Context: an optimization exercise on an open-source flow, tuned for small area. The choices shown serve that exercise and are no tape-out recipe. RTL that was checked went through simulation tests only; none was proved equivalent to the original. Power and IR drop assume default switching activity.

old:
==> module bmem_line_adapter, before the edit <==
module bmem_line_adapter #(
    parameter int ADDR_W = 32,
    parameter int BEAT_W = 64,
    parameter int BEATS  = 4
) (
    input  logic                      clk,
    input  logic                      rst,
    input  logic [ADDR_W-1:0]         i_addr,
    input  logic                      i_read,
    output logic [BEAT_W*BEATS-1:0]   i_rdata,
    output logic                      i_resp,
    input  logic [ADDR_W-1:0]         d_addr,
    input  logic                      d_read,
    input  logic                      d_write,
    input  logic [BEAT_W*BEATS-1:0]   d_wdata,
    output logic [BEAT_W*BEATS-1:0]   d_rdata,
    output logic                      d_resp,
    output logic [ADDR_W-1:0]         bmem_addr,
    output logic                      bmem_read,
    output logic                      bmem_write,
    output logic [BEAT_W-1:0]         bmem_wdata,
    input  logic                      bmem_ready,
    input  logic [ADDR_W-1:0]         bmem_raddr,
    input  logic [BEAT_W-1:0]         bmem_rdata,
    input  logic                      bmem_rvalid
);
    localparam int LINE_W = BEAT_W * BEATS;
    localparam int OFF    = bmem_pkg::OFFSET_BITS;
    logic              wr_q;     
    logic              rdi_q;    
    logic              rdw_q;    
    logic              resp_q;   
    logic              gnt_q;    
    logic [BEATS-1:0]  beat_n;    
    logic              idle;
    logic              gnt_d;
    logic              any_req;
    logic              beat_hit;
    logic              last;
    logic [ADDR_W-1:0] line_addr;
    logic [BEAT_W-1:0] beat_q [BEATS];
    rr_arbiter2 u_arb (
        .req_i   (i_read),
        .req_d   (d_read | d_write),
        .last_d  (gnt_q),
        .gnt_d   (gnt_d),
        .any_req (any_req)
    );
    assign idle      = ~(wr_q | rdi_q | rdw_q | resp_q);
    assign line_addr = {(gnt_q ? d_addr[ADDR_W-1:OFF] : i_addr[ADDR_W-1:OFF]), {OFF{1'b0}}};
    assign beat_hit  = rdw_q & bmem_rvalid & (bmem_raddr == line_addr);
    assign last      = ~beat_n[BEATS-1];
    always_ff @(posedge clk or posedge rst) begin
        if (rst) begin
            wr_q   <= 1'b0;
            rdi_q  <= 1'b0;
            rdw_q  <= 1'b0;
            resp_q <= 1'b0;
            gnt_q  <= 1'b0;
            beat_n  <= {{(BEATS-1){1'b1}}, 1'b0};
        end else begin
            if (idle && any_req) begin
                gnt_q <= gnt_d;
                wr_q  <= gnt_d & d_write;
                rdi_q <= ~(gnt_d & d_write);
            end
            if (wr_q && bmem_ready) begin
                beat_n <= {beat_n[BEATS-2:0], beat_n[BEATS-1]};
                if (last) begin
                    wr_q   <= 1'b0;
                    resp_q <= 1'b1;
                end
            end
            if (rdi_q && bmem_ready) begin
                rdi_q <= 1'b0;
                rdw_q <= 1'b1;
            end
            if (beat_hit) begin
                beat_n <= {beat_n[BEATS-2:0], beat_n[BEATS-1]};
                if (last) begin
                    rdw_q  <= 1'b0;
                    resp_q <= 1'b1;
                end
            end
            if (resp_q)
                resp_q <= 1'b0;
        end
    end
    always_ff @(posedge clk) begin
        for (int k = 0; k < BEATS - 1; k++)
            if (beat_hit && !beat_n[k])
                beat_q[k] <= bmem_rdata;
        beat_q[BEATS-1] <= bmem_rdata;
    end
    always_comb
        for (int k = 0; k < BEATS; k++)
            i_rdata[k*BEAT_W +: BEAT_W] = beat_q[k];
    assign d_rdata    = i_rdata;
    assign i_resp     = resp_q & ~gnt_q;
    assign d_resp     = resp_q & gnt_q;
    assign bmem_read  = rdi_q;
    assign bmem_write = wr_q;
    assign bmem_addr  = line_addr;
    always_comb begin
        bmem_wdata = '1;
        for (int k = 0; k < BEATS; k++)
            bmem_wdata &= d_wdata[k*BEAT_W +: BEAT_W] | {BEAT_W{beat_n[k]}};
    end
endmodule
==> flow/config.mk <==
export PLATFORM = sky130hd
export DESIGN_NAME = bmem_line_adapter
export DESIGN_NICKNAME = bmem_line_adapter
export VERILOG_FILES = /design/flow/design.v
export SDC_FILE = /design/flow/constraint.sdc
export NUM_CORES = 4
export LEC_CHECK = 0
export CAP_MARGIN = 20
export CORE_AREA = 10 10 390 390
export DIE_AREA = 0 0 400 400
export SLEW_MARGIN = 20
==> flow/constraint.sdc <==
create_clock -name core_clock -period 5.0 [get_ports {clk}]
set_input_delay 1.0000 -clock core_clock [delete_from_list [all_inputs] [get_ports {clk}]]
set_output_delay 1.0000 -clock core_clock [all_outputs]
set_load 0.01 [all_outputs]
standard.sh (not shown) runs the stock make flow with config.mk's settings and CLKGATE_MAP_FILE= SYNTH_SCRIPT=/design/flow/synth_recipe.tcl, a recipe that flattens the netlist after the stock synthesis.
==> flow/flow/run.sh <==
#!/bin/bash
# Own layout flow: the standard ORFS flow (standard.sh), with
#  - the port buffers that global placement inserts taken from the smallest
#    buffer cell, and
#  - clock tree synthesis clustering more sinks per leaf buffer and adding
#    no dummy loads.
set -euo pipefail
export BUFFER_PORTS_ARGS="-buffer_cell sky130_fd_sc_hd__buf_1"
export CTS_ARGS="-sink_clustering_enable -repair_clock_nets -sink_clustering_size 20 -sink_clustering_max_diameter 60 -buf_list sky130_fd_sc_hd__clkbuf_8 -dont_use_dummy_load"
bash standard.sh > standard_flow.log 2>&1
Relative to old, the following input files were edited for new:
--- a/flow/design.v
+++ b/flow/design.v
@@ -74,5 +74,5 @@
             resp_q <= 1'b0;
             gnt_q  <= 1'b0;
-            beat_n  <= {{(BEATS-1){1'b1}}, 1'b0};
+            beat_n  <= ~BEATS'(1);
         end else begin
             if (idle && any_req) begin
Notes after the runs:
new against old: power +2.8%, worst setup margin shrank by 0.16 ns, maximum number of pins on one net before global-route repair moved down. [new vs old] worst-case headroom to the max-slew limit: lower in new. new against old: clock network power now sits higher; clock-buffer cell count now sits higher; hold slack now sits lower; routed metal-1 wirelength now sits higher. Delta(number of cells traversed by the worst register-to-register path, new - old) > 0. | final net count | lower: old |. Port buffer count: old vs new identical. new and old all finish clean. Between new and old, the difference in synthesized cell area is negligible. Summary of new over old: routed wire length rose by 11%; areal power density over the cells rose by about 2.2%.
For new, only the layout was checked, not whether the RTL still works.

port drivers added, routing unchanged:
The flow's constraints put no driver on any port. The routed layouts listed below were extracted and timed again, unchanged, in two steps. Step 1 sets driving cells, clkbuf_16 on the clock port and buf_2 on the other inputs (assumed; they add their load-dependent delay and slew). Step 2 also shifts input and output timing later by t, the mid clock arrival at the registers, as if the neighbouring blocks saw the same clock. Three values: no drivers, after step 1, after step 2; two values: the first two.
run	t (ns)	setup slack, ns	worst setup path at the end	clock arrival spread, ns
old	0.695	1.167 / 1.110 / 0.920	input to register	0.112 / 0.113
new	0.733	1.006 / 1.006 / 0.782	input to register	0.136 / 0.136
After both steps every run listed still meets setup and hold. The setup slack of old, which loses most, moves by -0.057 ns with the drivers and by -0.247 ns with both steps.
